This is an optimization exercise on Yosys and OpenROAD, whose aim is small area, not a production implementation. The RTL was checked by simulation tests, not by an equivalence proof against the original design.

## design/flow/design.v

```verilog
package calc_pkg;
  localparam int DATA_W  = 16;   
  localparam int DIGIT_W = 4;    
  localparam int KEY_W   = 5;    
  typedef logic [DATA_W-1:0] data_t;
  typedef enum logic [1:0] {
    OP_ADD = 2'd0,
    OP_SUB = 2'd1,
    OP_MUL = 2'd2,
    OP_DIV = 2'd3
  } op_t;
  localparam logic [DIGIT_W-1:0] KEY_NEG = 4'd4;   
  localparam logic [DIGIT_W-1:0] KEY_EQ  = 4'd5;   
  localparam logic [DIGIT_W-1:0] KEY_AC  = 4'd6;   
  typedef struct packed {
    logic               is_func;   
    logic [DIGIT_W-1:0] value;     
  } digit_key_t;
  typedef struct packed {
    logic               is_func;   
    logic [DIGIT_W-1:0] code;      
  } func_key_t;
  typedef union packed {
    digit_key_t digit;
    func_key_t  func;
  } key_code_t;
endpackage
`timescale 1ns/1ns
module calc_top (
  input  logic                       clk,
  input  logic                       rst_n,
  input  logic [calc_pkg::KEY_W-1:0] i_key,
  input  logic                       i_key_valid,
  output logic                       o_key_ready,
  input  logic                       i_signed_mode,
  output calc_pkg::data_t            o_disp_data,
  output logic                       o_disp_valid,
  input  logic                       i_disp_ready,
  output logic [3:0]                 o_op_lamps,
  output logic                       o_error
);
  localparam logic [3:0] U_IDLE = 4'd0;    
  localparam logic [3:0] U_SHOW = 4'd1;    
  localparam logic [3:0] U_CLRS = 4'd2;    
  localparam logic [3:0] U_SHL  = 4'd4;    
  localparam logic [3:0] U_CPY  = 4'd5;    
  localparam logic [3:0] U_NEG  = 4'd6;    
  localparam logic [3:0] U_DIV  = 4'd8;    
  localparam logic [3:0] U_DIG  = 4'd9;    
  localparam logic [3:0] U_ADD  = 4'd12;   
  localparam logic [3:0] U_SUB  = 4'd13;
  localparam logic [3:0] U_MUL  = 4'd14;
  localparam logic [3:0] U_DA   = 4'd15;   
  localparam logic [2:0] M_A   = 3'b000;   
  localparam logic [2:0] M_EQ  = 3'b001;   
  localparam logic [2:0] M_B0  = 3'b010;   
  localparam logic [2:0] M_B1  = 3'b011;   
  localparam logic [2:0] M_ERR = 3'b100;   
  localparam logic [2:0] M_B0M = 3'b110;   
  logic [3:0]  u;
  logic [3:0]  cnt;
  logic [2:0]  mode;
  logic        neg;     
  logic [1:0]  op;
  logic        negq;    
  logic        nega;    
  logic [15:0] x;
  logic [15:0] y;
  logic [16:0] z;
  logic        p_y, p_z, p_b, q_g, q_glo, q_inv, q_16, a_cin;
  logic [16:0] p, q, s;
  assign p[15:0] = (p_y ? y : 16'd0) | (p_z ? {z[14:0], 1'b0} : 16'd0) |
                   {15'd0, p_b};
  assign p[16]   = p_z & z[15];
  assign q       = {q_16, ({{12{q_g}}, {4{q_glo}}} & x) ^ {16{q_inv}}};
  logic [17:0] c;
  assign c[0] = a_cin;
  for (genvar i = 0; i < 17; i++)
  begin : g_add
    assign s[i]   = p[i] ^ q[i] ^ c[i];
    assign c[i+1] = (p[i] & q[i]) | (p[i] & c[i]) | (q[i] & c[i]);
  end
  logic cnt0, cnt3, cnt15, sgn, negb, sub;
  assign cnt0  = (cnt == 4'd0);
  assign cnt3  = cnt[1] && cnt[0];   
  assign cnt15 = (cnt == 4'd15);
  assign sgn   = i_signed_mode;
  assign negb  = sgn && x[15];
  assign sub   = cnt0 || !z[16];   
  always_comb
  begin
    p_y   = 1'b0;
    p_z   = 1'b0;
    p_b   = 1'b0;
    q_g   = 1'b0;
    q_glo = 1'b0;
    q_inv = 1'b0;
    q_16  = 1'b0;
    a_cin = 1'b0;
    case (u)
      U_IDLE: begin q_g = dig_keep; q_glo = dig_keep; q_inv = neg; a_cin = neg; end
      U_SHOW: begin q_g = 1'b1; q_glo = 1'b1; end
      U_DIG:  begin p_z = 1'b1; q_glo = cnt3; end
      U_SHL:  p_z = 1'b1;
      U_CPY:  p_y = 1'b1;
      U_NEG:  begin q_g = !m_b0x; q_glo = !m_b0x; q_inv = 1'b1; a_cin = 1'b1; end
      U_ADD:  begin p_y = 1'b1; q_g = 1'b1; q_glo = 1'b1; end
      U_SUB:  begin p_y = 1'b1; q_g = 1'b1; q_glo = 1'b1; q_inv = 1'b1; a_cin = 1'b1; end
      U_DA:   begin p_y = 1'b1; q_inv = 1'b1; end
      U_MUL:  begin p_z = !cnt0; q_g = y[15]; q_glo = y[15]; end
      U_DIV:
      begin
        p_z   = !cnt0;
        p_b   = y[15];
        q_g   = 1'b1;
        q_glo = 1'b1;
        q_16  = sub;
        q_inv = sub ^ negb;
        a_cin = sub ^ negb;
      end
      default: ;
    endcase
  end
  logic m_b0x;
  assign m_b0x = (mode == M_B0);
  logic dig_keep;
  assign dig_keep = !((!mode[1] && mode[0]) || (mode[1] && !mode[0]));
  logic       kf;
  logic       is_func;
  logic [3:0] code;
  logic       m_err, m_eq, m_b0, m_b1;
  logic       k_dig, k_neg, k_op, k_eq, k_ac;
  assign kf      = (u == U_IDLE) && i_key_valid;
  assign is_func = i_key[4];
  assign code    = i_key[3:0];
  assign m_err   = mode[2];
  assign m_eq    = !mode[1] && mode[0];
  assign m_b0    = mode[1] && !mode[0];
  assign m_b1    = mode[1] && mode[0];
  assign k_ac    = kf && is_func && (code == calc_pkg::KEY_AC);
  assign k_dig   = kf && !m_err && !is_func;
  assign k_neg   = kf && !m_err && is_func && (code == calc_pkg::KEY_NEG) && sgn;
  assign k_op    = kf && !m_err && is_func && (code[3:2] == 2'b00);
  assign k_eq    = kf && !m_err && is_func && (code == calc_pkg::KEY_EQ);
  logic [3:0] calc_u;
  assign calc_u = {2'b11, op};
  assign o_key_ready  = (u == U_IDLE);
  assign o_disp_valid = (u == U_SHOW);
  assign o_disp_data  = x;
  assign o_error      = mode[2] && !mode[1];
  assign o_op_lamps   = mode[1] ? (4'b0001 << op) : 4'b0000;
  always_ff @(posedge clk or negedge rst_n)
  begin
    if (!rst_n)
      u <= U_CLRS;
    else
    begin
      case (u)
        U_IDLE:
        begin
          if (k_ac)
            u <= U_CLRS;
          else if (k_dig)
            u <= U_DIG;
          else if (k_neg)
            u <= U_NEG;
          else if (k_op)
            u <= m_b1 ? calc_u : U_SHOW;
          else if (k_eq && mode[1])
            u <= calc_u;
        end
        U_SHOW:
        begin
          if (i_disp_ready)
            u <= (mode == M_B0M) ? U_SHL : ((mode == M_B0) ? U_CPY : U_IDLE);
        end
        U_CLRS: u <= U_SHOW;
        U_DIG:
        begin
          if (cnt3)
            u <= neg ? U_NEG : U_SHOW;
        end
        U_SHL:
        begin
          if (cnt15)
            u <= nega ? U_DIV : U_IDLE;
        end
        U_CPY:  u <= (mode == M_B0) ? U_IDLE : U_NEG;
        U_NEG:  u <= U_SHOW;
        U_ADD:  u <= U_SHOW;
        U_SUB:  u <= U_SHOW;
        U_MUL:
        begin
          if (cnt15)
            u <= U_SHOW;
        end
        U_DA:
        begin
          if (x == 16'd0)
            u <= U_IDLE;   
          else
            u <= (sgn && y[15]) ? U_SHL : U_DIV;
        end
        U_DIV:
        begin
          if (cnt15)
            u <= U_CPY;
        end
        default: ;
      endcase
    end
  end
  always_ff @(posedge clk)
  begin
    case (u)
      U_IDLE:
      begin
        if (k_dig)
        begin
          if (m_eq)
            mode <= M_A;
          else if (m_b0)
            mode <= M_B1;
        end
        else if (k_neg)
        begin
          if (!m_eq)
            neg <= !neg;
        end
        else if (k_op)
        begin
          mode <= M_B0M;
          if (!m_b0)
            neg <= 1'b0;
        end
        else if (k_eq && mode[1])
        begin
          neg  <= 1'b0;
          mode <= M_EQ;
        end
      end
      U_CLRS:
      begin
        mode <= M_A;
        neg  <= 1'b0;
      end
      U_SHL:
      begin
        if (cnt15 && !nega)
          mode <= M_B0;
      end
      U_DA:
      begin
        if (x == 16'd0)
          mode <= M_ERR;   
      end
      default: ;
    endcase
  end
  always_ff @(posedge clk)
  begin
    if ((u == U_SHL) || (u == U_MUL) || (u == U_DIV) || (u == U_DIG))
      cnt <= cnt + 4'd1;
    else
      cnt <= 4'd0;
    if (k_op)
      op <= code[1:0];
    if (kf)
      negq <= 1'b1;
    if (u == U_SHOW)
      nega <= 1'b0;
    if (u == U_DA)
    begin
      negq <= negb ^ (sgn && y[15]);
      nega <= sgn && y[15];
    end
  end
  logic x_s, x_dig;
  assign x_s    = (u == U_CLRS) || (u == U_ADD) || (u == U_SUB) || (u == U_CPY) ||
                  (u == U_NEG && negq) || (u == U_MUL && cnt15) || (u == U_DIG && cnt3);
  assign x_dig  = k_dig;
  always_ff @(posedge clk)
  begin
    z <= s;
    if (x_s)
      x[15:4] <= s[15:4];
    if (x_s || x_dig)
      x[3:0] <= x_dig ? code : s[3:0];
    if ((u == U_MUL) || (u == U_DIV) || (u == U_SHL))
      y <= {y[14:0], s[16] ^ (nega || (u == U_DIV))};
  end
endmodule
```

## design/flow/flow/run.sh

```bash
#!/bin/bash
# Standard layout, with the smallest buffer on every input and output port.
set -euo pipefail
export BUFFER_PORTS_ARGS="-buffer_cell sky130_fd_sc_hd__buf_1"
bash standard.sh > standard_flow.log 2>&1
```

## design/flow/standard.sh

```bash
#!/bin/bash
# synth_recipe.tcl (not shown) runs the flow's synth.tcl, then flattens the netlist and writes it again
# the make line also repeats each setting of config.mk as NAME=value (left out here)
make -C /OpenROAD-flow-scripts/flow DESIGN_CONFIG=/design/flow/config.mk WORK_HOME=/design/flow/orfs CLKGATE_MAP_FILE= SYNTH_SCRIPT=/design/flow/synth_recipe.tcl "${@:-finish}"
```

## design/flow/config.mk

```make
export PLATFORM = sky130hd
export DESIGN_NAME = calc_top
export DESIGN_NICKNAME = calc_top
export VERILOG_FILES = /design/flow/design.v
export SDC_FILE = /design/flow/constraint.sdc
export NUM_CORES = 4
export LEC_CHECK = 0
export ABC_AREA = 1
export CAP_MARGIN = 20
export CORE_MARGIN = 2
export CORE_UTILIZATION = 75
export CTS_BUF_LIST = sky130_fd_sc_hd__clkbuf_4
export SLEW_MARGIN = 20
```

## design/flow/constraint.sdc

```tcl
create_clock -name core_clock -period 45.0 [get_ports {clk}]
set_input_delay 9.0000 -clock core_clock [delete_from_list [all_inputs] [get_ports {clk}]]
set_output_delay 9.0000 -clock core_clock [all_outputs]
set_load 0.01 [all_outputs]
```

==> flow_metrics.env, run 1 <==
export IMPL_hold_path_class="register to register"
export IMPL_clkTransAtPathRegs_ns=0.12
export IMPL_final_cell_mix="132 x nand2_1, 40 x edfxtp_1, 39 x inv_1"
export IMPL_syn_area_mm2=0.00370
export IMPL_num_rows=25
export IMPL_grt_max_degree=20
export IMPL_diodes=0
export IMPL_setup_tns_ns=0
export IMPL_final_util=0.845
export IMPL_ios=33
export IMPL_die_area_mm2=0.00551
export IMPL_ant_nets=0
export IMPL_wirelength_um=8980
export IMPL_grt_pass1_vias=2978
export IMPL_cts_root_buffer_cell="clkbuf_4"
export IMPL_cts_hold_buf=0
export IMPL_num_fill_cells=288
export IMPL_maxSlewHeadroom=0.407
export IMPL_synth_seq_cells=65
export IMPL_required_ns=45.21
export IMPL_avgViaCountPerCell=5.92
export IMPL_core_mm2=0.00475
export IMPL_final_common_cell="nand2_1"
export IMPL_firstDrtPassIters=9
export IMPL_fin_crit_sh=0.377
export IMPL_start_util=0.778
export IMPL_die_h_um=74.2
export IMPL_tightest_slew_ns=0.887
export IMPL_overflow=0
export IMPL_yosysSeqAreaShare=0.466
export IMPL_route_detailed_drc=0
export IMPL_nets=487
export IMPL_syn_to_final_growth_pct=8.59
export IMPL_place_congestion=0.957
export IMPL_rsz0062_at_grt="false"
export IMPL_cts_tree="built"
export IMPL_max_freq_ghz=0.0589
export IMPL_status="complete, no violations"
export IMPL_layout_drive_gt1_share=0.0889
export IMPL_slew_violations=0
export IMPL_synth_distinct_cells=39
export IMPL_synth_main_ff_cell="edfxtp_1"
export IMPL_startpoint_type="input pin"
export IMPL_cts_resized_gates=0
export IMPL_postSynthAreaPerCell_um2=8.81
export IMPL_grt_pass1_wl_um=14200
export IMPL_fin_worst_skew_ns=0.0186
export IMPL_grtUsageTotal=0.355
export IMPL_place_hpwl_um=6280
export IMPL_port_buffer_count=32
export IMPL_htreeDepth=3
export IMPL_yosys_top_cells_area="edfxtp_1 32%, nand2_1 13%, dfxtp_1 11%"
export IMPL_post_route_min_period_ns=16.98
export IMPL_arrival_ns=17.19
export IMPL_netlist_area_leader_share=0.325
export IMPL_vias=3126
export IMPL_cts_made_buffers=9
export IMPL_clock_sinks=65
export IMPL_crit_path_max_fanout=17
export IMPL_first_iter_violations=575
export IMPL_setup_viol=0
export IMPL_antenna_found_initial=0
export IMPL_end_kind="register"
export IMPL_crit_type="input pin to register"
export IMPL_cts_setup_buffers=0
export IMPL_die_width_um=74.2
export IMPL_yosysWarningCount=1
export IMPL_syn_num_nets=451
export IMPL_insertion_delay_ns=0.45
export IMPL_yosysTopAreaCell="edfxtp_1"
export IMPL_maxCapViolCount=0
export IMPL_hold_violations=0
export IMPL_wire_per_inst_um=17.0
export IMPL_syn_inst=420
export IMPL_clockBufferDepth=2
export IMPL_async_flop_share=0.0615
export IMPL_synth_edf_count=40
==> cell type report <==
cell class / count / area, um^2 / share of cell area
Tap cell: 67 / 83.8 / 0.0209
Sequential cell: 65 / 1720 / 0.429
Timing Repair Buffer: 33 / 128 / 0.0318
Clock buffer: 9 / 67.6 / 0.0168
Multi-Input combinational cell: 303 / 1750 / 0.436
Clock inverter: 7 / 93.8 / 0.0234
Inverter: 44 / 168 / 0.0417
==> cells in the mapped netlist, types with 3 or more instances <==
cell type  instances
dfrtp_1            3
nor2_2             5
ha_1               5
o21ai_0           23
fa_1              16
o21ai_1            6
nand2_2            4
inv_2              3
nand4_1            8
nor2_4             3
edfxtp_1          40
xnor2_1           12
nand3_2            4
nor3_1             8
nor2_1            36
nand2_1          132
inv_1             39
nand3_1           23
dfxtp_1           21
==> critical path, stage by stage <==
cell      delay (ns)
buf_1           0.21
nand2_1         0.11
nand3_1         0.11
nand3_1         0.15
nand3_4         0.29
inv_1           0.15
nand3_1         0.09
nand2_1         0.09
fa_1            0.41
fa_1            0.41
fa_1            0.40
fa_1            0.42
fa_1            0.39
fa_1            0.38
fa_1            0.39
fa_1            0.39
fa_1            0.39
fa_1            0.39
fa_1            0.42
fa_1            0.43
fa_1            0.41
fa_1            0.40
fa_1            0.43
fa_1            0.41
xor2_1          0.18
nand2b_1        0.17
nand3b_1        0.11
nand2_1         0.06
==> stage by stage <==
stage,setup slack (ns),cell area [um^2],hold slack [ns],instances
6_report,28.02,4020,0.451,528
5_1_grt,27.71,4020,0.435,528
4_1_cts,28.13,4020,0.440,528
3_5_place_dp,27.77,3850,0.427,512
3_3_place_gp,28.08,3850,0.425,512
2_1_floorplan,28.52,3700,0.420,420
==> sequential cells by signal, indices dropped and copies added, names as in the netlist <==
signal  flops
z          17
y          16
u           4
x          16
mode        3
neg         1
negq        1
nega        1
op          2
cnt         4
==> metal layers <==
layer,GRT usage,vias up,part of all wire
li1,-,1439,-
met1,0.494,1432,0.41
met2,0.534,221,0.45
met3,0.103,34,0.11
met4,0.145,0,0.026
met5,0,-,0
==> path summary, 6_finish.rpt <==
kind | to | from | slack, ns | depth (start not counted)
setup / recovery | y[0] | i_signed_mode | 28.02 | 28
hold / removal | y[3] | y[2] | 0.45 | 0
setup reg to reg | y[0] | u[2] | 35.88 | 26
hold reg to reg | y[3] | y[2] | 0.45 | 0
max in group asynchronous | u[1] | rst_n | 36.40 | 1
min in group asynchronous | u[3] | rst_n | 8.37 | 1
==> kinds of logic after synthesis <==
| logic type | Yosys count | share of synthesized area |
|---|---|---|
| AOI/OAI and AO/OA | 38 | 0.0578 |
| xor gates and xnor gates | 14 | 0.0332 |
| adders and majority gates | 21 | 0.104 |
| buffers and inverters | 52 | 0.0602 |
| DFF | 65 | 0.466 |
| and+or+nand+nor | 230 | 0.279 |
==> inputs of run 2 (changes only) <==
--- a/design/flow/config.mk
+++ b/design/flow/config.mk
@@ -9,5 +9,4 @@
 export CAP_MARGIN = 20
 export CORE_MARGIN = 2
-export CORE_UTILIZATION = 75
-export CTS_BUF_LIST = sky130_fd_sc_hd__clkbuf_4
+export CORE_UTILIZATION = 60
 export SLEW_MARGIN = 20
==> flow_metrics.env, run 2 <==
export IMPL_final_cell_mix="132 x nand2_1, 40 x edfxtp_1, 39 x inv_1"
export IMPL_maxSlewHeadroom=0.404
export IMPL_syn_num_nets=451
export IMPL_required_ns=45.10
export IMPL_critical_path_max_stage_delay_ns=0.43
export IMPL_hold_violations=0
export IMPL_finalNonFillerCells=536
export IMPL_arrival_ns=16.94
export IMPL_fin_crit_sh=0.374
export IMPL_startpoint_type="input pin"
export IMPL_end_kind="register"
export IMPL_r2r_worst_path_cells=27
export IMPL_place_congestion=0.938
export IMPL_yosysSeqAreaShare=0.466
export IMPL_cts_made_buffers=9
export IMPL_tightest_slew_ns=0.891
export IMPL_synthTopCellsByCount="132 x nand2_1, 40 x edfxtp_1, 39 x inv_1"
export IMPL_largest_register_ffs=17
export IMPL_syn_to_final_growth_pct=10.5
export IMPL_syn_area_mm2=0.00370
export IMPL_grt_pass1_vias=2804
export IMPL_multi_input_area_mm2=0.00175
export IMPL_postSynthAreaPerCell_um2=8.81
export IMPL_vias=2926
export IMPL_postPlaceCellArea_mm2=0.00386
export IMPL_place_hpwl_um=6030
export IMPL_largest_register="z"
export IMPL_crit_path_max_fanout=17
export IMPL_cts_root_buffer_cell="clkbuf_8"
export IMPL_port_buffer_count=32
export IMPL_wire_per_inst_um=15.5
export IMPL_synth_edf_count=40
export IMPL_cts_hold_buf=0
export IMPL_worstPathBufferInverterCount=2
export IMPL_hold_end="y[5]"
export IMPL_syn_inst=420
export IMPL_crit_top_cell="fa_1"
export IMPL_grt_max_degree=20
export IMPL_route_detailed_drc=0
export IMPL_synth_seq_cells=65
export IMPL_clockBufferDepth=2
export IMPL_dp_cells=520
export IMPL_critPathTopFamily="adder cells"
export IMPL_num_rows=28
export IMPL_hold_path_class="register to register"
export IMPL_yosys_top_cells_area="edfxtp_1 32%, nand2_1 13%, dfxtp_1 11%"
export IMPL_netlist_area_leader_share=0.325
export IMPL_yosysTopAreaCell="edfxtp_1"
export IMPL_ios=33
export IMPL_num_fill_cells=514
export IMPL_maxCapViolCount=0
export IMPL_fin_worst_skew_ns=0.00823
export IMPL_status="complete, no violations"
export IMPL_grt_pass1_wl_um=13500
export IMPL_place_ws_ns=27.85
export IMPL_final_util=0.686
export IMPL_htreeDepth=3
export IMPL_core_mm2=0.00596
export IMPL_insertion_delay_ns=0.35
export IMPL_rsz0062_at_grt="false"
export IMPL_crit_type="input pin to register"
export IMPL_final_common_cell="nand2_1"
export IMPL_diodes=0
export IMPL_async_flop_share=0.0615
export IMPL_grtUsageTotal=0.272
export IMPL_cts_setup_buffers=0
export IMPL_cts_resized_gates=0
export IMPL_wirelength_um=8290
export IMPL_setup_ws_ns=28.16
export IMPL_overflow=0
export IMPL_setup_tns_ns=0
export IMPL_synth_main_ff_cell="edfxtp_1"
export IMPL_firstDrtPassIters=5
export IMPL_synth_distinct_cells=39
export IMPL_setup_viol=0
export IMPL_layout_drive_gt1_share=0.0889
export IMPL_postLayoutCellArea_mm2=0.00409
export IMPL_hold_depth=0
export IMPL_worstReg2RegEnd="y[0]"
export IMPL_antenna_found_initial=0
export IMPL_yosysWarningCount=1
export IMPL_clkTransAtPathRegs_ns=0.08
export IMPL_synth_most_common_cell="nand2_1"
export IMPL_hold_path_startpoint="y[4]"
export IMPL_reg2reg_from="u[2]"
export IMPL_start_util=0.621
export IMPL_die_area_mm2=0.00681
export IMPL_slew_violations=0
export IMPL_first_iter_violations=196
export IMPL_reg_top3="z (17), x (16), y (16)"
export IMPL_nets=487
export IMPL_die_width_um=82.5
export IMPL_avgViaCountPerCell=5.46
export IMPL_post_route_min_period_ns=16.84
export IMPL_ff2ff_setup_slack_ns=36.01
export IMPL_seq_area_mm2=0.00172
export IMPL_cp_num_cells=29
export IMPL_max_freq_ghz=0.0594
export IMPL_cts_tree="built"
export IMPL_clock_sinks=65
export IMPL_die_h_um=82.5
export IMPL_crit_slowest_cell="fa_1"
export IMPL_ant_nets=0
run 2: cell type report:
class / instances / area share
well taps: 75 / 0.0230
multi-input cells: 303 / 0.429
clock inverters: 6 / 0.0227
flip-flops and latches: 65 / 0.422
repair buffers: 33 / 0.0312
inverters: 44 / 0.0410
clock buffers: 10 / 0.0312
run 2: metrics by stage:
stage | hold WS, ns
final | 0.445
after global routing | 0.465
after CTS | 0.451
after detailed placement | 0.434
after global placement | 0.428
after floorplan | 0.420
run 2: logic make-up after synthesis:
group | synth area share
adders and majority gates | 0.104
buffers and inverters | 0.0602
AOI/OAI and AO/OA | 0.0578
xor gates and xnor gates | 0.0332
and+or+nand+nor | 0.279
DFF | 0.466
run 2: how the worst max path moves through the flow:
stage / startpoint / end / slack (ns)
after floorplan: i_signed_mode / y[0] / 28.52
after global placement: i_signed_mode / y[0] / 28.00
after detailed placement: i_signed_mode / y[0] / 27.85
after CTS: i_signed_mode / y[0] / 28.17
after global routing: i_signed_mode / y[0] / 27.77
final: i_signed_mode / y[0] / 28.16
run 2: per-layer routing:
| layer | global-route usage | vias to the layer above | share of wire |
|---|---|---|---|
| met3 | 0.0489 | 18 | 0.075 |
| met2 | 0.396 | 103 | 0.44 |
| met1 | 0.408 | 1368 | 0.47 |
| met5 | 0 | - | 0 |
| li1 | - | 1437 | - |
| met4 | 0.100 | 0 | 0.016 |
==> inputs of run 3 (changes only) <==
--- a/design/flow/design.v
+++ b/design/flow/design.v
@@ -63,9 +63,8 @@
   logic        neg;     
   logic [1:0]  op;
-  logic        negq;    
   logic        nega;    
   logic [15:0] x;
   logic [15:0] y;
-  logic [16:0] z;
+  logic [15:0] z;
   logic        p_y, p_z, p_b, q_g, q_glo, q_inv, q_16, a_cin;
   logic [16:0] p, q, s;
@@ -82,10 +81,10 @@
   end
   logic cnt0, cnt3, cnt15, sgn, negb, sub;
-  assign cnt0  = (cnt == 4'd0);
-  assign cnt3  = cnt[1] && cnt[0];   
-  assign cnt15 = (cnt == 4'd15);
+  assign cnt0  = (cnt == 4'b0000);
+  assign cnt3  = cnt[2];             
+  assign cnt15 = (cnt == 4'b1000);
   assign sgn   = i_signed_mode;
   assign negb  = sgn && x[15];
-  assign sub   = cnt0 || !z[16];   
+  assign sub   = cnt0 || y[0];
   always_comb
   begin
@@ -186,5 +185,5 @@
             u <= nega ? U_DIV : U_IDLE;
         end
-        U_CPY:  u <= (mode == M_B0) ? U_IDLE : U_NEG;
+        U_CPY:  u <= (mode == M_B0) ? U_IDLE : ((nega ^ negb) ? U_NEG : U_SHOW);
         U_NEG:  u <= U_SHOW;
         U_ADD:  u <= U_SHOW;
@@ -261,16 +260,13 @@
   begin
     if ((u == U_SHL) || (u == U_MUL) || (u == U_DIV) || (u == U_DIG))
-      cnt <= cnt + 4'd1;
+      cnt <= {cnt[2:0], cnt[3] ^ cnt[2] ^ (cnt[2:0] == 3'b000)};
     else
       cnt <= 4'd0;
     if (k_op)
       op <= code[1:0];
-    if (kf)
-      negq <= 1'b1;
     if (u == U_SHOW)
       nega <= 1'b0;
     if (u == U_DA)
     begin
-      negq <= negb ^ (sgn && y[15]);
       nega <= sgn && y[15];
     end
@@ -278,9 +274,9 @@
   logic x_s, x_dig;
   assign x_s    = (u == U_CLRS) || (u == U_ADD) || (u == U_SUB) || (u == U_CPY) ||
-                  (u == U_NEG && negq) || (u == U_MUL && cnt15) || (u == U_DIG && cnt3);
+                  (u == U_NEG) || (u == U_MUL && cnt15) || (u == U_DIG && cnt3);
   assign x_dig  = k_dig;
   always_ff @(posedge clk)
   begin
-    z <= s;
+    z <= s[15:0];
     if (x_s)
       x[15:4] <= s[15:4];
==> flow_metrics.env, run 3 <==
export IMPL_yosysSeqAreaShare=0.478
export IMPL_htreeDepth=3
export IMPL_reg2reg_from="cnt[2]"
export IMPL_die_area_mm2=0.00647
export IMPL_grtUsageTotal=0.258
export IMPL_yosys_top_cells_area="edfxtp_1 33%, dfxtp_1 11%, nand2_1 11%"
export IMPL_syn_inst=383
export IMPL_wire_per_inst_um=15.0
export IMPL_seq_area_mm2=0.00167
export IMPL_synth_seq_cells=63
export IMPL_clkTransAtPathRegs_ns=0.07
export IMPL_grt_pass1_wl_um=12200
export IMPL_max_freq_ghz=0.0597
export IMPL_synth_main_ff_cell="edfxtp_1"
export IMPL_post_route_min_period_ns=16.75
export IMPL_ios=33
export IMPL_antenna_found_initial=0
export IMPL_num_rows=27
export IMPL_yosysWarningCount=1
export IMPL_syn_area_mm2=0.00350
export IMPL_cts_resized_gates=0
export IMPL_postSynthAreaPerCell_um2=9.15
export IMPL_rsz0062_at_grt="false"
export IMPL_diodes=0
export IMPL_cts_setup_buffers=0
export IMPL_crit_path_max_fanout=16
export IMPL_start_util=0.629
export IMPL_ant_nets=0
export IMPL_place_congestion=0.947
export IMPL_critPathLaunch="i_signed_mode"
export IMPL_avgViaCountPerCell=5.34
export IMPL_grt_max_degree=19
export IMPL_cts_hold_buf=0
export IMPL_clock_sinks=63
export IMPL_syn_num_nets=414
export IMPL_hold_path_class="register to register"
export IMPL_startpoint_type="input pin"
export IMPL_required_ns=45.10
export IMPL_final_cell_mix="98 x nand2_1, 50 x inv_1, 39 x edfxtp_1"
export IMPL_cts_root_buffer_cell="clkbuf_8"
export IMPL_reg_top3="x (16), y (16), z (16)"
export IMPL_multi_input_area_mm2=0.00160
export IMPL_yosysTopAreaCell="edfxtp_1"
export IMPL_place_hpwl_um=5620
export IMPL_hold_path_startpoint="cnt[1]"
export IMPL_route_detailed_drc=0
export IMPL_setup_viol=0
export IMPL_nets=453
export IMPL_crit_type="input pin to register"
export IMPL_path_cells="buf_1, nand2_1, nand3_1, nand3_1, nand4_4, xnor2_1, fa_1, fa_1, fa_1, fa_1, fa_1, fa_1, fa_1, fa_1, fa_1, fa_1, fa_1, fa_1, fa_1, fa_1, fa_1, fa_1, xor2_1, xnor2_1"
export IMPL_first_iter_violations=285
export IMPL_fin_crit_sh=0.372
export IMPL_vias=2664
export IMPL_wl_met1_um=3590
export IMPL_fin_worst_skew_ns=0.00962
export IMPL_insertion_delay_ns=0.35
export IMPL_slew_violations=0
export IMPL_cts_tree="built"
export IMPL_async_flop_share=0.0635
export IMPL_cts_made_buffers=9
export IMPL_status="complete, no violations"
export IMPL_wirelength_um=7480
export IMPL_firstDrtPassIters=5
export IMPL_num_fill_cells=462
export IMPL_layout_drive_gt1_share=0.0703
export IMPL_maxCapViolCount=0
export IMPL_die_h_um=80.4
export IMPL_synth_most_common_cell="nand2_1"
export IMPL_synthTopCellsByCount="98 x nand2_1, 50 x inv_1, 39 x edfxtp_1"
export IMPL_crit_top_cell="fa_1"
export IMPL_wl_met3_um=594
export IMPL_clockBufferDepth=2
export IMPL_final_common_cell="nand2_1"
export IMPL_critical_path_max_stage_delay_ns=0.47
export IMPL_tightest_slew_ns=0.849
export IMPL_maxSlewHeadroom=0.433
export IMPL_port_buffer_count=32
export IMPL_final_util=0.698
export IMPL_wl_met2_um=3170
export IMPL_netlist_area_leader_share=0.334
export IMPL_synth_distinct_cells=38
export IMPL_arrival_ns=16.85
export IMPL_synth_edf_count=39
export IMPL_core_mm2=0.00557
export IMPL_end_kind="register"
export IMPL_top_layer="met4"
export IMPL_setup_tns_ns=0
export IMPL_hold_violations=0
export IMPL_overflow=0
export IMPL_die_width_um=80.4
export IMPL_syn_to_final_growth_pct=11.1
export IMPL_grt_pass1_vias=2504
export IMPL_crit_slowest_cell="fa_1"
==> run 3: stage by stage <==
step	hold slack (ns)	cells	setup WS, ns	area [um^2]
detailed placement	0.421	483	27.89	3680
global placement	0.418	483	28.01	3680
global route	0.454	499	27.92	3890
floorplan	0.408	383	28.56	3500
CTS	0.431	499	28.24	3890
finish	0.429	499	28.25	3890
==> run 3: final timing paths <==
check                      slack, ns  endpoint  cells after the start
max                            28.25      y[0]                     24
min                             0.43    cnt[2]                      2
max reg2reg                    36.34      y[0]                     26
min reg2reg                     0.43    cnt[2]                      2
max in group asynchronous      36.28      u[1]                      1
min in group asynchronous       8.47      u[2]                      1
==> run 3: worst max-delay path: cells and delay by family <==
family,cells,cell delay [ns]
fa+ha+maj,16,6.38
simple gates,4,0.71
xor+xnor,3,0.62
buf+inv,1,0.12
==> run 3: kinds of logic after synthesis <==
logic type                 Yosys count  share of synthesized area
adders and majority gates           21                      0.109
muxes                                1                    0.00321
DFF                                 63                      0.477
xor gates and xnor gates            19                     0.0475
AOI/OAI and AO/OA                   41                     0.0654
and+or+nand+nor                    182                      0.231
buffers and inverters               56                     0.0657
==> run 3: per-layer routing <==
layer / global-route usage / up-vias
met4: 0.0932 / 0
met1: 0.381 / 1229
met3: 0.0730 / 12
met2: 0.363 / 104
li1: - / 1319
met5: 0 / -
==> run 3: final cells by class <==
| cell class | count | area share |
|---|---|---|
| sequential | 63 | 0.430 |
| multi-input combinational | 264 | 0.411 |
| inverter | 51 | 0.0492 |
| clock buffer | 11 | 0.0392 |
| timing repair buffer | 33 | 0.0328 |
| tap | 72 | 0.0232 |
| clock inverter | 5 | 0.0145 |
==> inputs of run 4 (changes only) <==
--- a/design/flow/design.v
+++ b/design/flow/design.v
@@ -52,15 +52,16 @@
   localparam logic [3:0] U_MUL  = 4'd14;
   localparam logic [3:0] U_DA   = 4'd15;   
-  localparam logic [2:0] M_A   = 3'b000;   
-  localparam logic [2:0] M_EQ  = 3'b001;   
-  localparam logic [2:0] M_B0  = 3'b010;   
-  localparam logic [2:0] M_B1  = 3'b011;   
-  localparam logic [2:0] M_ERR = 3'b100;   
-  localparam logic [2:0] M_B0M = 3'b110;   
+  localparam logic [1:0] T_B0    = 2'b00;
+  localparam logic [1:0] T_B1    = 2'b01;
+  localparam logic [1:0] T_B0M   = 2'b10;
+  localparam logic [1:0] T_OTHER = 2'b11;
+  localparam logic [1:0] O_A     = 2'b00;
+  localparam logic [1:0] O_EQ    = 2'b01;
+  localparam logic [1:0] O_ERR   = 2'b10;
   logic [3:0]  u;
   logic [3:0]  cnt;
-  logic [2:0]  mode;
+  logic [1:0]  t;
   logic        neg;     
-  logic [1:0]  op;
+  logic [1:0]  op;      
   logic        nega;    
   logic [15:0] x;
@@ -98,7 +99,7 @@
     a_cin = 1'b0;
     case (u)
-      U_IDLE: begin q_g = dig_keep; q_glo = dig_keep; q_inv = neg; a_cin = neg; end
+      U_IDLE: begin q_g = dig_keep; q_glo = dig_keep; end
       U_SHOW: begin q_g = 1'b1; q_glo = 1'b1; end
-      U_DIG:  begin p_z = 1'b1; q_glo = cnt3; end
+      U_DIG:  begin p_z = 1'b1; q_glo = cnt3; q_inv = cnt3 && neg; a_cin = cnt3 && neg; end
       U_SHL:  p_z = 1'b1;
       U_CPY:  p_y = 1'b1;
@@ -122,7 +123,7 @@
   end
   logic m_b0x;
-  assign m_b0x = (mode == M_B0);
+  assign m_b0x = (t == T_B0);
   logic dig_keep;
-  assign dig_keep = !((!mode[1] && mode[0]) || (mode[1] && !mode[0]));
+  assign dig_keep = !(m_eq || (t == T_B0));
   logic       kf;
   logic       is_func;
@@ -133,8 +134,10 @@
   assign is_func = i_key[4];
   assign code    = i_key[3:0];
-  assign m_err   = mode[2];
-  assign m_eq    = !mode[1] && mode[0];
-  assign m_b0    = mode[1] && !mode[0];
-  assign m_b1    = mode[1] && mode[0];
+  logic m_pend;
+  assign m_pend  = (t != T_OTHER);
+  assign m_err   = !m_pend && (op == O_ERR);
+  assign m_eq    = !m_pend && (op == O_EQ);
+  assign m_b0    = (t == T_B0);
+  assign m_b1    = (t == T_B1);
   assign k_ac    = kf && is_func && (code == calc_pkg::KEY_AC);
   assign k_dig   = kf && !m_err && !is_func;
@@ -147,6 +150,6 @@
   assign o_disp_valid = (u == U_SHOW);
   assign o_disp_data  = x;
-  assign o_error      = mode[2] && !mode[1];
-  assign o_op_lamps   = mode[1] ? (4'b0001 << op) : 4'b0000;
+  assign o_error      = m_err;
+  assign o_op_lamps   = m_pend ? (4'b0001 << op) : 4'b0000;
   always_ff @(posedge clk or negedge rst_n)
   begin
@@ -166,5 +169,5 @@
           else if (k_op)
             u <= m_b1 ? calc_u : U_SHOW;
-          else if (k_eq && mode[1])
+          else if (k_eq && m_pend)
             u <= calc_u;
         end
@@ -172,5 +175,5 @@
         begin
           if (i_disp_ready)
-            u <= (mode == M_B0M) ? U_SHL : ((mode == M_B0) ? U_CPY : U_IDLE);
+            u <= (t == T_B0M) ? U_SHL : ((t == T_B0) ? U_CPY : U_IDLE);
         end
         U_CLRS: u <= U_SHOW;
@@ -178,5 +181,5 @@
         begin
           if (cnt3)
-            u <= neg ? U_NEG : U_SHOW;
+            u <= U_SHOW;
         end
         U_SHL:
@@ -185,5 +188,5 @@
             u <= nega ? U_DIV : U_IDLE;
         end
-        U_CPY:  u <= (mode == M_B0) ? U_IDLE : ((nega ^ negb) ? U_NEG : U_SHOW);
+        U_CPY:  u <= (t == T_B0) ? U_IDLE : ((nega ^ negb) ? U_NEG : U_SHOW);
         U_NEG:  u <= U_SHOW;
         U_ADD:  u <= U_SHOW;
@@ -218,7 +221,7 @@
         begin
           if (m_eq)
-            mode <= M_A;
+            op <= O_A;
           else if (m_b0)
-            mode <= M_B1;
+            t <= T_B1;
         end
         else if (k_neg)
@@ -229,28 +232,36 @@
         else if (k_op)
         begin
-          mode <= M_B0M;
           if (!m_b0)
-            neg <= 1'b0;
-        end
-        else if (k_eq && mode[1])
-        begin
-          neg  <= 1'b0;
-          mode <= M_EQ;
+            t <= T_B0M;
+          op <= code[1:0];
+        end
+        else if (k_eq && m_pend)
+        begin
+          neg <= 1'b0;
+          t   <= T_OTHER;
+          op  <= O_EQ;
         end
       end
       U_CLRS:
       begin
-        mode <= M_A;
-        neg  <= 1'b0;
+        t   <= T_OTHER;
+        op  <= O_A;
+        neg <= 1'b0;
       end
       U_SHL:
       begin
         if (cnt15 && !nega)
-          mode <= M_B0;
+        begin
+          t   <= T_B0;
+          neg <= 1'b0;
+        end
       end
       U_DA:
       begin
         if (x == 16'd0)
-          mode <= M_ERR;   
+        begin
+          t  <= T_OTHER;   
+          op <= O_ERR;
+        end
       end
       default: ;
@@ -263,6 +274,4 @@
     else
       cnt <= 4'd0;
-    if (k_op)
-      op <= code[1:0];
     if (u == U_SHOW)
       nega <= 1'b0;
==> design/flow/flow/run.sh (replaced) <==
#!/bin/bash
# Standard layout, with the smallest buffer on every input and output port and a
# clock tree without dummy loads.
set -euo pipefail
export BUFFER_PORTS_ARGS="-buffer_cell sky130_fd_sc_hd__buf_1"
export CTS_ARGS="-sink_clustering_enable -repair_clock_nets -dont_use_dummy_load -buf_list sky130_fd_sc_hd__clkbuf_4"
bash standard.sh > standard_flow.log 2>&1
--- a/design/flow/config.mk
+++ b/design/flow/config.mk
@@ -9,4 +9,4 @@
 export CAP_MARGIN = 20
 export CORE_MARGIN = 2
-export CORE_UTILIZATION = 60
+export CORE_UTILIZATION = 75
 export SLEW_MARGIN = 20
==> flow_metrics.env, run 4 <==
export IMPL_startpoint_type="input pin"
export IMPL_post_route_min_period_ns=16.85
export IMPL_syn_num_nets=426
export IMPL_crit_slowest_cell="fa_1"
export IMPL_start_util=0.792
export IMPL_grt_max_degree=19
export IMPL_crit_type="input pin to register"
export IMPL_tightest_slew_ns=0.854
export IMPL_clockBufferDepth=2
export IMPL_grt_pass1_vias=2626
export IMPL_async_flop_share=0.0645
export IMPL_crit_top_cell="fa_1"
export IMPL_synth_most_common_cell="nand2_1"
export IMPL_hold_violations=0
export IMPL_arrival_ns=16.99
export IMPL_htreeDepth=3
export IMPL_clkTransAtPathRegs_ns=0.10
export IMPL_maxCapViolCount=0
export IMPL_final_util=0.839
export IMPL_insertion_delay_ns=0.42
export IMPL_synth_seq_cells=62
export IMPL_synth_edf_count=38
export IMPL_first_iter_violations=363
export IMPL_core_mm2=0.00444
export IMPL_setup_tns_ns=0
export IMPL_synth_compound_area_frac=0.0661
export IMPL_synth_xor_xnor_area_share=0.0498
export IMPL_hold_path_class="register to register"
export IMPL_yosys_top_cells_area="edfxtp_1 32%, dfxtp_1 11%, nand2_1 11%"
export IMPL_fin_crit_sh=0.374
export IMPL_end_kind="register"
export IMPL_port_buffer_count=32
export IMPL_synthTopCellsByCount="103 x nand2_1, 50 x inv_1, 41 x nor2_1"
export IMPL_crit_path_max_fanout=16
export IMPL_synth_top_family_by_area="simple AND/OR/NAND/NOR gates"
export IMPL_wire_per_inst_um=15.6
export IMPL_path_cells="buf_1, nand2_1, nand3_1, nand3_1, nand4_4, xnor2_1, fa_1, fa_1, fa_1, fa_1, fa_1, fa_1, fa_1, fa_1, fa_1, fa_1, fa_1, fa_1, fa_1, fa_1, fa_1, fa_1, xnor2_1, xor2_1"
export IMPL_avgViaCountPerCell=5.86
export IMPL_num_rows=24
export IMPL_synth_main_ff_cell="edfxtp_1"
export IMPL_cts_root_buffer_cell="clkbuf_4"
export IMPL_die_width_um=72.5
export IMPL_finalNonFillerCells=485
export IMPL_fin_worst_skew_ns=0.0309
export IMPL_vias=2841
export IMPL_synth_distinct_cells=36
export IMPL_grtUsageTotal=0.316
export IMPL_critical_path_max_stage_delay_ns=0.46
export IMPL_required_ns=45.14
export IMPL_grt_pass1_wl_um=12200
export IMPL_status="complete, no violations"
export IMPL_cts_made_buffers=9
export IMPL_reg_top3="x (16), y (16), z (16)"
export IMPL_antenna_found_initial=0
export IMPL_final_cell_mix="103 x nand2_1, 50 x inv_1, 41 x nor2_1"
export IMPL_nets=463
export IMPL_syn_inst=398
export IMPL_cts_resized_gates=0
export IMPL_overflow=0
export IMPL_postSynthAreaPerCell_um2=8.84
export IMPL_muxShareOfSynthArea=0
export IMPL_final_common_cell="nand2_1"
export IMPL_dp_cells=476
export IMPL_rsz0062_at_grt="false"
export IMPL_cts_setup_buffers=0
export IMPL_synth_adder_area_share=0.0982
export IMPL_place_congestion=0.954
export IMPL_syn_area_mm2=0.00352
export IMPL_route_detailed_drc=0
export IMPL_synth_simple_area_share=0.248
export IMPL_die_h_um=72.5
export IMPL_max_freq_ghz=0.0593
export IMPL_setup_viol=0
export IMPL_yosysTopAreaCell="edfxtp_1"
export IMPL_die_area_mm2=0.00525
export IMPL_ios=33
export IMPL_yosysSeqAreaShare=0.467
export IMPL_clock_sinks=62
export IMPL_slew_violations=0
export IMPL_cts_hold_buf=0
export IMPL_yosysWarningCount=1
export IMPL_netlist_area_leader_share=0.324
export IMPL_maxSlewHeadroom=0.429
export IMPL_diodes=0
export IMPL_place_hpwl_um=5690
export IMPL_wirelength_um=7560
export IMPL_layout_drive_gt1_share=0.0739
export IMPL_syn_to_final_growth_pct=5.97
export IMPL_ant_nets=0
export IMPL_firstDrtPassIters=6
export IMPL_cts_tree="built"
-- run 4: cell count changes after synthesis, moves of 2 or more --
cell     delta
nor2_1      +6
nand2_1     +5
a21oi_1     -4
inv_2       +4
nor2_2      +4
ha_1        -3
o21ai_0     +3
buf_4       +2
nand2_2     +2
nor2_4      -2
nor3_1      +2
o21ai_1     +2
-- run 4: logic make-up (layout without fill, tap and decap cells) --
| family | count (synthesis) | after routing |
|---|---|---|
| flops | 62 | 62 |
| buf+inv | 61 | 96 |
| simple gates | 196 | 196 |
| fa+ha+maj | 18 | 18 |
| xor+xnor | 20 | 20 |
| compound gates | 41 | 41 |
-- run 4: critical path: cells and delay by family --
kind / cells / cell delay (ns)
AND/OR/NAND/NOR: 4 / 0.71
adder cells (fa/ha/maj): 16 / 6.47
buffers and inverters: 1 / 0.15
XOR/XNOR: 3 / 0.65
-- run 4: path summary, 6_finish.rpt --
kind                          startpoint  endpoint  slack (ns)  depth (start not counted)
max reg2reg                         u[3]      y[0]       36.15                         23
min                                 y[1]      y[2]        0.42                          0
min reg2reg                         y[1]      y[2]        0.42                          0
min in group asynchronous          rst_n      u[3]        8.41                          1
max                        i_signed_mode      y[0]       28.15                         24
max in group asynchronous          rst_n      u[1]       36.35                          1
-- run 4: layer usage --
metal  GRT usage  share of wire  routed length [um]
met1       0.435           0.44                3300
met2       0.474           0.44                3340
met3      0.0792          0.096                 723
met4       0.154          0.026                 194
met5           0              0                   0
-- run 4: stage by stage --
step | hold slack (ns) | setup WS (ns) | area [um^2]
CTS | 0.427 | 28.18 | 3730
floorplan | 0.408 | 28.44 | 3520
global placement | 0.415 | 28.07 | 3660
detailed placement | 0.421 | 27.80 | 3660
global route | 0.446 | 27.85 | 3730
finish | 0.424 | 28.15 | 3730
-- run 4: layout make-up --
cell class	instances	area [um^2]
Clock buffer	9	67.6
Timing Repair Buffer	32	120
Tap cell	52	65.1
Multi-Input combinational cell	275	1630
Fill cell	285	716
Sequential cell	62	1640
Inverter	55	206
==> inputs of run 5 (changes only) <==
--- a/design/flow/design.v
+++ b/design/flow/design.v
@@ -99,7 +99,7 @@
     a_cin = 1'b0;
     case (u)
-      U_IDLE: begin q_g = dig_keep; q_glo = dig_keep; end
+      U_IDLE: begin q_g = dig_keep; q_glo = dig_keep; q_inv = neg; a_cin = neg; end
       U_SHOW: begin q_g = 1'b1; q_glo = 1'b1; end
-      U_DIG:  begin p_z = 1'b1; q_glo = cnt3; q_inv = cnt3 && neg; a_cin = cnt3 && neg; end
+      U_DIG:  begin p_z = 1'b1; q_glo = cnt3; end
       U_SHL:  p_z = 1'b1;
       U_CPY:  p_y = 1'b1;
@@ -181,5 +181,5 @@
         begin
           if (cnt3)
-            u <= U_SHOW;
+            u <= neg ? U_NEG : U_SHOW;
         end
         U_SHL:
@@ -232,7 +232,8 @@
         else if (k_op)
         begin
+          t  <= T_B0M;
+          op <= code[1:0];
           if (!m_b0)
-            t <= T_B0M;
-          op <= code[1:0];
+            neg <= 1'b0;
         end
         else if (k_eq && m_pend)
@@ -252,8 +253,5 @@
       begin
         if (cnt15 && !nega)
-        begin
-          t   <= T_B0;
-          neg <= 1'b0;
-        end
+          t <= T_B0;
       end
       U_DA:
==> flow_metrics.env, run 5 <==
export IMPL_multi_input_area_mm2=0.00161
export IMPL_antenna_found_initial=0
export IMPL_place_congestion=0.959
export IMPL_synthTopCellsByCount="104 x nand2_1, 51 x inv_1, 44 x nor2_1"
export IMPL_num_rows=24
export IMPL_yosysWarningCount=1
export IMPL_critPathTopFamily="adder cells"
export IMPL_die_h_um=72.3
export IMPL_syn_area_mm2=0.00350
export IMPL_wirelength_um=7750
export IMPL_hold_path_class="register to register"
export IMPL_final_cell_mix="104 x nand2_1, 51 x inv_1, 44 x nor2_1"
export IMPL_htreeDepth=3
export IMPL_cts_root_buffer_cell="clkbuf_4"
export IMPL_rsz0062_at_grt="false"
export IMPL_post_route_min_period_ns=16.83
export IMPL_fin_worst_skew_ns=0.0336
export IMPL_die_area_mm2=0.00523
export IMPL_fin_crit_sh=0.374
export IMPL_required_ns=45.15
export IMPL_maxSlewHeadroom=0.496
export IMPL_r2r_worst_path_cells=25
export IMPL_status="complete, no violations"
export IMPL_clockBufferDepth=2
export IMPL_clock_sinks=62
export IMPL_yosys_top_cells_area="edfxtp_1 33%, dfxtp_1 11%, nand2_1 11%"
export IMPL_route_detailed_drc=0
export IMPL_cts_made_buffers=9
export IMPL_final_util=0.837
export IMPL_yosysTopAreaCell="edfxtp_1"
export IMPL_grt_max_degree=19
export IMPL_num_fill_cells=292
export IMPL_place_hpwl_um=5980
export IMPL_setup_tns_ns=0
export IMPL_grt_pass1_vias=2663
export IMPL_async_flop_share=0.0645
export IMPL_first_iter_violations=325
export IMPL_port_buffer_count=32
export IMPL_max_freq_ghz=0.0594
export IMPL_wire_per_inst_um=15.9
export IMPL_cts_tree="built"
export IMPL_clkTransAtPathRegs_ns=0.07
export IMPL_synth_distinct_cells=35
export IMPL_postLayoutCellArea_mm2=0.00370
export IMPL_firstDrtPassIters=5
export IMPL_synth_main_ff_cell="edfxtp_1"
export IMPL_synth_most_common_cell="nand2_1"
export IMPL_final_common_cell="nand2_1"
export IMPL_crit_top_cell="fa_1"
export IMPL_reg_top3="x (16), y (16), z (16)"
export IMPL_crit_path_max_fanout=17
export IMPL_slew_violations=0
export IMPL_start_util=0.792
export IMPL_cts_hold_buf=0
export IMPL_crit_slowest_cell="fa_1"
export IMPL_tightest_slew_ns=0.755
export IMPL_syn_to_final_growth_pct=5.69
export IMPL_end_kind="register"
export IMPL_layout_drive_gt1_share=0.0576
export IMPL_hold_violations=0
export IMPL_ant_nets=0
export IMPL_ios=33
export IMPL_avgViaCountPerCell=5.88
export IMPL_hold_depth=2
export IMPL_vias=2859
export IMPL_maxCapViolCount=0
export IMPL_arrival_ns=16.98
export IMPL_setup_viol=0
export IMPL_startpoint_type="input pin"
export IMPL_yosysSeqAreaShare=0.470
export IMPL_synth_edf_count=38
export IMPL_overflow=0
export IMPL_cts_resized_gates=0
export IMPL_syn_num_nets=428
export IMPL_grt_pass1_wl_um=12400
export IMPL_postSynthAreaPerCell_um2=8.74
export IMPL_grtUsageTotal=0.323
export IMPL_critical_path_max_stage_delay_ns=0.46
export IMPL_nets=464
export IMPL_diodes=0
export IMPL_core_mm2=0.00441
export IMPL_insertion_delay_ns=0.41
export IMPL_cts_setup_buffers=0
export IMPL_postPlaceCellArea_mm2=0.00363
export IMPL_cp_num_cells=26
export IMPL_die_width_um=72.3
export IMPL_netlist_area_leader_share=0.326
export IMPL_synth_seq_cells=62
export IMPL_worstPathBufferInverterCount=2
export IMPL_seq_area_mm2=0.00164
export IMPL_syn_inst=400
export IMPL_crit_type="input pin to register"
==> run 5: changes by cell type in the layout (fill, tap and decap cells not counted), moves of 2 or more <==
cell       previous run  this run
inv_2                 5         0
nand3_1              22        35
nand3_2               3         1
nor2_1               41        44
nor3_1               11         7
o2111ai_1             0         2
o21ai_0              30        23
o21ai_1               2         4
or2_2                 0         2
xnor2_1              18        13
==> run 5: area by class of cell <==
cell class | instances | share of cell area
clock buffer | 9 | 0.0183
inverter | 51 | 0.0518
multi-input combinational | 280 | 0.435
sequential | 62 | 0.444
tap | 52 | 0.0176
timing repair buffer | 32 | 0.0325
==> run 5: layer usage <==
metal,vias to the layer above,share of wire,track usage
li1,1361,-,-
met1,1330,0.41,0.457
met2,149,0.47,0.494
met3,19,0.097,0.0611
met4,0,0.019,0.138
met5,-,0,0
==> run 5: worst paths after layout <==
check,to,slack (ns),from
max,y[0],28.17,i_signed_mode
min,cnt[2],0.44,cnt[1]
max reg2reg,y[0],36.01,u[1]
min reg2reg,cnt[2],0.44,cnt[1]
max in group asynchronous,u[1],36.34,rst_n
min in group asynchronous,u[2],8.41,rst_n
==> run 5: cells by family (layout without fill, tap and decap cells) <==
logic type / count (synthesis) / count (layout) / synth area share
simple gates: 208 / 208 / 0.259
flops: 62 / 62 / 0.470
xor+xnor: 16 / 16 / 0.0401
fa+ha+maj: 18 / 18 / 0.0987
buf+inv: 58 / 92 / 0.0701
compound gates: 38 / 38 / 0.0619
==> run 5: stage by stage <==
step	hold slack, ns	setup WS, ns	cells
6_report	0.441	28.17	486
5_1_grt	0.451	27.87	486
4_1_cts	0.443	28.21	486
3_5_place_dp	0.432	27.78	477
3_3_place_gp	0.416	28.02	477
2_1_floorplan	0.408	28.42	400
==> run 5: worst min-delay path, cell delays in order (launching register included) <==
cell,delay [ns]
dfxtp_1,0.31
inv_1,0.05
nor2_1,0.04
==> inputs of run 6 (changes only) <==
==> design/flow/flow/run.sh (replaced) <==
#!/bin/bash
# Standard layout, with the smallest buffer on every input and output port and a
# clock tree without dummy loads.
set -euo pipefail
export BUFFER_PORTS_ARGS="-buffer_cell sky130_fd_sc_hd__buf_1"
export CTS_ARGS="-sink_clustering_enable -repair_clock_nets -dont_use_dummy_load -buf_list sky130_fd_sc_hd__clkbuf_8"
bash standard.sh > standard_flow.log 2>&1
--- a/design/flow/config.mk
+++ b/design/flow/config.mk
@@ -9,4 +9,4 @@
 export CAP_MARGIN = 20
 export CORE_MARGIN = 2
-export CORE_UTILIZATION = 75
+export CORE_UTILIZATION = 60
 export SLEW_MARGIN = 20
==> flow_metrics.env, run 6 <==
export IMPL_status="complete, no violations"
export IMPL_clockBufferDepth=2
export IMPL_place_hpwl_um=5740
export IMPL_grt_pass1_vias=2647
export IMPL_syn_inst=400
export IMPL_cts_made_buffers=9
export IMPL_timing_hold_ws_ns=0.425
export IMPL_antenna_found_initial=0
export IMPL_grt_max_degree=19
export IMPL_htreeDepth=3
export IMPL_vias=2713
export IMPL_die_width_um=80.3
export IMPL_ant_nets=0
export IMPL_wirelength_um=7560
export IMPL_synth_most_common_cell="nand2_1"
export IMPL_syn_area_mm2=0.00350
export IMPL_die_area_mm2=0.00646
export IMPL_cts_resized_gates=0
export IMPL_hold_path_class="register to register"
export IMPL_cts_tree="built"
export IMPL_postSynthAreaPerCell_um2=8.74
export IMPL_syn_to_final_growth_pct=8.01
export IMPL_layout_drive_gt1_share=0.0576
export IMPL_route_detailed_drc=0
export IMPL_setup_tns_ns=0
export IMPL_synthTopCellsByCount="104 x nand2_1, 51 x inv_1, 44 x nor2_1"
export IMPL_hold_violations=0
export IMPL_clock_sinks=62
export IMPL_setup_viol=0
export IMPL_wire_per_inst_um=14.9
export IMPL_die_h_um=80.3
export IMPL_num_fill_cells=493
export IMPL_crit_path_max_fanout=17
export IMPL_end_kind="register"
export IMPL_yosysSeqAreaShare=0.470
export IMPL_num_rows=27
export IMPL_fin_crit_sh=0.376
export IMPL_start_util=0.627
export IMPL_avgViaCountPerCell=5.36
export IMPL_reg_top3="x (16), y (16), z (16)"
export IMPL_cts_hold_buf=0
export IMPL_place_congestion=0.885
export IMPL_syn_num_nets=428
export IMPL_final_cell_mix="104 x nand2_1, 51 x inv_1, 44 x nor2_1"
export IMPL_arrival_ns=17.02
export IMPL_netlist_area_leader_share=0.326
export IMPL_tightest_slew_ns=0.758
export IMPL_port_buffer_count=32
export IMPL_maxCapViolCount=0
export IMPL_grtUsageTotal=0.265
export IMPL_fin_worst_skew_ns=0.0259
export IMPL_final_common_cell="nand2_1"
export IMPL_post_route_min_period_ns=16.94
export IMPL_diodes=0
export IMPL_synth_edf_count=38
export IMPL_firstDrtPassIters=5
export IMPL_synth_distinct_cells=35
export IMPL_yosys_top_cells_area="edfxtp_1 33%, dfxtp_1 11%, nand2_1 11%"
export IMPL_synth_seq_cells=62
export IMPL_overflow=0
export IMPL_max_freq_ghz=0.0590
export IMPL_nets=464
export IMPL_yosysTopAreaCell="edfxtp_1"
export IMPL_grt_pass1_wl_um=12600
export IMPL_rsz0062_at_grt="false"
export IMPL_first_iter_violations=244
export IMPL_startpoint_type="input pin"
export IMPL_clkTransAtPathRegs_ns=0.06
export IMPL_async_flop_share=0.0645
export IMPL_crit_type="input pin to register"
export IMPL_cts_root_buffer_cell="clkbuf_8"
export IMPL_required_ns=45.08
export IMPL_ios=33
export IMPL_insertion_delay_ns=0.34
export IMPL_yosysWarningCount=1
export IMPL_synth_main_ff_cell="edfxtp_1"
export IMPL_slew_violations=0
export IMPL_core_mm2=0.00557
export IMPL_cts_setup_buffers=0
export IMPL_maxSlewHeadroom=0.495
run 6: area by class of cell:
cell class	instances	area, um^2	share of cell area
Tap cell	72	90.1	0.0238
Inverter	51	191	0.0507
Sequential cell	62	1640	0.435
Timing Repair Buffer	32	120	0.0318
Multi-Input combinational cell	280	1610	0.426
Clock buffer	9	124	0.0328
run 6: worst paths after layout:
kind | start | end | slack, ns | depth (start not counted)
worst max register to register | u[1] | y[0] | 36.00 | 23
worst min register to register | cnt[0] | cnt[1] | 0.42 | 2
worst max-delay path | i_signed_mode | y[0] | 28.06 | 26
min in group asynchronous | rst_n | u[0] | 8.49 | 1
worst min-delay path | cnt[0] | cnt[1] | 0.42 | 2
max in group asynchronous | rst_n | u[1] | 36.27 | 1
run 6: routing by layer:
metal,GRT usage,vias up,part of all wire
li1,-,1361,-
met1,0.397,1262,0.51
met2,0.378,78,0.43
met3,0.0494,12,0.050
met4,0.105,0,0.014
met5,0,-,0
run 6: logic make-up (layout without fill, tap and decap cells):
group,count (synthesis),after routing,share of synthesized area
flip-flops,62,62,0.470
XOR/XNOR,16,16,0.0401
adder cells (fa/ha/maj),18,18,0.0987
AO/OA/AOI/OAI,38,38,0.0619
buffers and inverters,58,92,0.0701
AND/OR/NAND/NOR,208,208,0.259
run 6: critical path, cell delays in order:
cell     delay, ns
buf_1         0.19
nand2_1       0.12
nand3_1       0.10
nand3_1       0.15
nand4_4       0.27
inv_1         0.14
nand3_1       0.09
nand2_1       0.08
fa_1          0.44
fa_1          0.46
fa_1          0.44
fa_1          0.39
fa_1          0.39
fa_1          0.40
fa_1          0.40
fa_1          0.39
fa_1          0.38
fa_1          0.39
fa_1          0.41
fa_1          0.42
fa_1          0.42
fa_1          0.40
fa_1          0.39
fa_1          0.39
xor2_1        0.18
xor2_1        0.18
run 6: metrics by stage:
step	cell area [um^2]	util	setup slack (ns)	cells
after floorplan	3500	-	28.42	400
after global placement	3650	0.655	27.99	497
after detailed placement	3650	0.655	27.79	497
after CTS	3780	0.678	28.07	506
after global routing	3780	0.678	27.75	506
final	3780	0.678	28.06	506
==> inputs of run 7 (changes only) <==
==> design/flow/flow/run.sh (replaced) <==
#!/bin/bash
set -euo pipefail
export BUFFER_PORTS_ARGS="-buffer_cell sky130_fd_sc_hd__buf_1"
export CTS_ARGS="-repair_clock_nets -dont_use_dummy_load -buf_list sky130_fd_sc_hd__clkbuf_8"
bash standard.sh > standard_flow.log 2>&1
--- a/design/flow/config.mk
+++ b/design/flow/config.mk
@@ -9,4 +9,4 @@
 export CAP_MARGIN = 20
 export CORE_MARGIN = 2
-export CORE_UTILIZATION = 60
+export CORE_UTILIZATION = 75
 export SLEW_MARGIN = 20
==> flow_metrics.env, run 7 <==
export IMPL_maxCapViolCount=0
export IMPL_slew_violations=0
export IMPL_wire_per_inst_um=16.3
export IMPL_ios=33
export IMPL_route_detailed_drc=0
export IMPL_setup_tns_ns=0
export IMPL_synth_main_ff_cell="edfxtp_1"
export IMPL_place_hpwl_um=5980
export IMPL_clock_sinks=62
export IMPL_clkTransAtPathRegs_ns=0.05
export IMPL_wl_met2_um=3690
export IMPL_startpoint_type="input pin"
export IMPL_yosysSeqAreaShare=0.470
export IMPL_num_rows=24
export IMPL_synth_distinct_cells=35
export IMPL_final_common_cell="nand2_1"
export IMPL_syn_area_mm2=0.00350
export IMPL_first_iter_violations=345
export IMPL_cts_made_buffers=9
export IMPL_synth_seq_cells=62
export IMPL_final_util=0.850
export IMPL_ant_nets=0
export IMPL_insertion_delay_ns=0.34
export IMPL_status="complete, no violations"
export IMPL_reg2reg_from="u[1]"
export IMPL_critical_path_max_stage_delay_ns=0.47
export IMPL_clockBufferDepth=2
export IMPL_num_fill_cells=274
export IMPL_critPathLaunch="i_signed_mode"
export IMPL_crit_top_cell="fa_1"
export IMPL_cts_setup_buffers=0
export IMPL_cts_root_buffer_cell="clkbuf_8"
export IMPL_htreeDepth=3
export IMPL_netlist_area_leader_share=0.326
export IMPL_arrival_ns=17.00
export IMPL_maxSlewHeadroom=0.502
export IMPL_async_flop_share=0.0645
export IMPL_post_route_min_period_ns=16.92
export IMPL_critPathTopFamily="adder cells"
export IMPL_fin_crit_sh=0.376
export IMPL_yosysWarningCount=1
export IMPL_end_kind="register"
export IMPL_crit_type="input pin to register"
export IMPL_vias=2906
export IMPL_die_width_um=72.3
export IMPL_hold_violations=0
export IMPL_fin_worst_skew_ns=0.0208
export IMPL_max_freq_ghz=0.0591
export IMPL_synth_edf_count=38
export IMPL_overflow=0
export IMPL_synthTopCellsByCount="104 x nand2_1, 51 x inv_1, 44 x nor2_1"
export IMPL_avgViaCountPerCell=5.98
export IMPL_top_layer="met4"
export IMPL_timing_hold_ws_ns=0.439
export IMPL_syn_num_nets=428
export IMPL_cts_tree="built"
export IMPL_worstReg2RegEnd="y[0]"
export IMPL_layout_drive_gt1_share=0.0576
export IMPL_hold_path_class="register to register"
export IMPL_yosysTopAreaCell="edfxtp_1"
export IMPL_grt_pass1_vias=2682
export IMPL_die_area_mm2=0.00523
export IMPL_reg_top3="x (16), y (16), z (16)"
export IMPL_syn_to_final_growth_pct=7.30
export IMPL_die_h_um=72.3
export IMPL_antenna_found_initial=0
export IMPL_crit_path_max_fanout=17
export IMPL_final_cell_mix="104 x nand2_1, 51 x inv_1, 44 x nor2_1"
export IMPL_core_mm2=0.00441
export IMPL_wl_met1_um=3210
export IMPL_cts_hold_buf=0
export IMPL_cp_num_cells=26
export IMPL_cts_resized_gates=0
export IMPL_synth_most_common_cell="nand2_1"
export IMPL_grt_max_degree=19
export IMPL_firstDrtPassIters=5
export IMPL_setup_viol=0
export IMPL_nets=464
export IMPL_worstPathBufferInverterCount=2
export IMPL_grt_pass1_wl_um=12600
export IMPL_crit_slowest_cell="fa_1"
export IMPL_grtUsageTotal=0.331
export IMPL_place_congestion=0.959
export IMPL_start_util=0.792
export IMPL_wl_met3_um=800
export IMPL_tightest_slew_ns=0.747
export IMPL_wirelength_um=7900
export IMPL_required_ns=45.08
export IMPL_yosys_top_cells_area="edfxtp_1 33%, dfxtp_1 11%, nand2_1 11%"
export IMPL_multi_input_area_mm2=0.00161
export IMPL_crit_end="y[0]"
export IMPL_diodes=0
export IMPL_seq_area_mm2=0.00164
export IMPL_r2r_worst_path_cells=25
export IMPL_ff2ff_setup_slack_ns=36.00
export IMPL_port_buffer_count=32
export IMPL_postSynthAreaPerCell_um2=8.74
export IMPL_syn_inst=400
export IMPL_rsz0062_at_grt="false"
==> run 7: cell counts after synthesis <==
Identical to the previous run, type by type.
==> run 7: metrics by stage <==
stage,setup WS (ns),std cells,area (um^2)
finish,28.08,486,3750
global route,27.77,486,3750
CTS,28.12,486,3750
detailed placement,27.78,477,3630
global placement,28.02,477,3630
floorplan,28.42,400,3500
==> run 7: cell families (layout without fill, tap and decap cells) <==
kind of cell	Yosys count	count (layout)	synth area share
flops	62	62	0.470
simple gates	208	208	0.259
buf+inv	58	92	0.0701
compound gates	38	38	0.0619
fa+ha+maj	18	18	0.0987
xor+xnor	16	16	0.0401
==> run 7: worst min path at each step <==
stage                       from  depth (start not counted)  slack (ns)     end
after floorplan           cnt[0]                          2        0.41  cnt[1]
after global placement    cnt[1]                          2        0.42  cnt[2]
after detailed placement  cnt[1]                          2        0.43  cnt[2]
after CTS                 cnt[1]                          2        0.44  cnt[2]
after global routing      cnt[1]                          2        0.45  cnt[2]
final                     cnt[1]                          2        0.44  cnt[2]
==> run 7: worst reg2reg max path, delay by kind of cell (launching register included) <==
kind	cells	cell delay, ns
compound gates	1	0.28
simple gates	5	0.88
fa+ha+maj	16	6.48
flops	1	0.66
buf+inv	1	0.11
xor+xnor	2	0.36
==> run 7: metal layers <==
metal	global-route usage	vias to the layer above
li1	-	1362
met1	0.462	1338
met2	0.513	180
met3	0.0694	26
met4	0.136	0
met5	0	-
==> run 7: cell type report <==
type                            instances  area share
Multi-Input combinational cell        280       0.429
Inverter                               51      0.0510
Tap cell                               52      0.0173
Sequential cell                        62       0.438
Timing Repair Buffer                   32      0.0320
Clock buffer                            9      0.0330

-- static timing again, ports no longer ideal --
The flow's constraints put no driver on any port. The routed layouts listed below were extracted and timed again, unchanged, in two steps.
Step 1, drivers: a clkbuf_16 drives clk and a buf_2 each remaining input, both assumed.
Step 2 moves the port delays by t, midway between the first and last clock arrival at a register: inputs arrive t later, outputs are due t later. That takes back most of the time a late clock gives input paths.
Slacks: no drivers / after step 1 / after step 2; pairs: no drivers / after step 1.
run	t, ns	slack for setup (ns)	hold WS [ns]	clock arrival spread, ns
run 1	0.465	28.025 / 28.016 / 27.551	0.451 / 0.451 / 0.451	0.019 / 0.019
run 2	0.371	28.161 / 28.165 / 27.793	0.445 / 0.445 / 0.445	0.008 / 0.009
run 3	0.372	28.246 / 28.249 / 27.877	0.429 / 0.429 / 0.429	0.009 / 0.010
run 4	0.429	28.150 / 28.158 / 27.728	0.424 / 0.424 / 0.424	0.031 / 0.031
run 5	0.422	28.170 / 28.174 / 27.752	0.441 / 0.441 / 0.441	0.034 / 0.034
run 6	0.355	28.063 / 28.070 / 27.715	0.425 / 0.425 / 0.425	0.026 / 0.026
run 7	0.362	28.082 / 28.086 / 27.724	0.439 / 0.439 / 0.439	0.021 / 0.021
After both steps setup and hold are still met in every run listed. For run 1, which loses most, drivers alone change the setup slack by -0.009 ns; drivers and shift together by -0.474 ns.
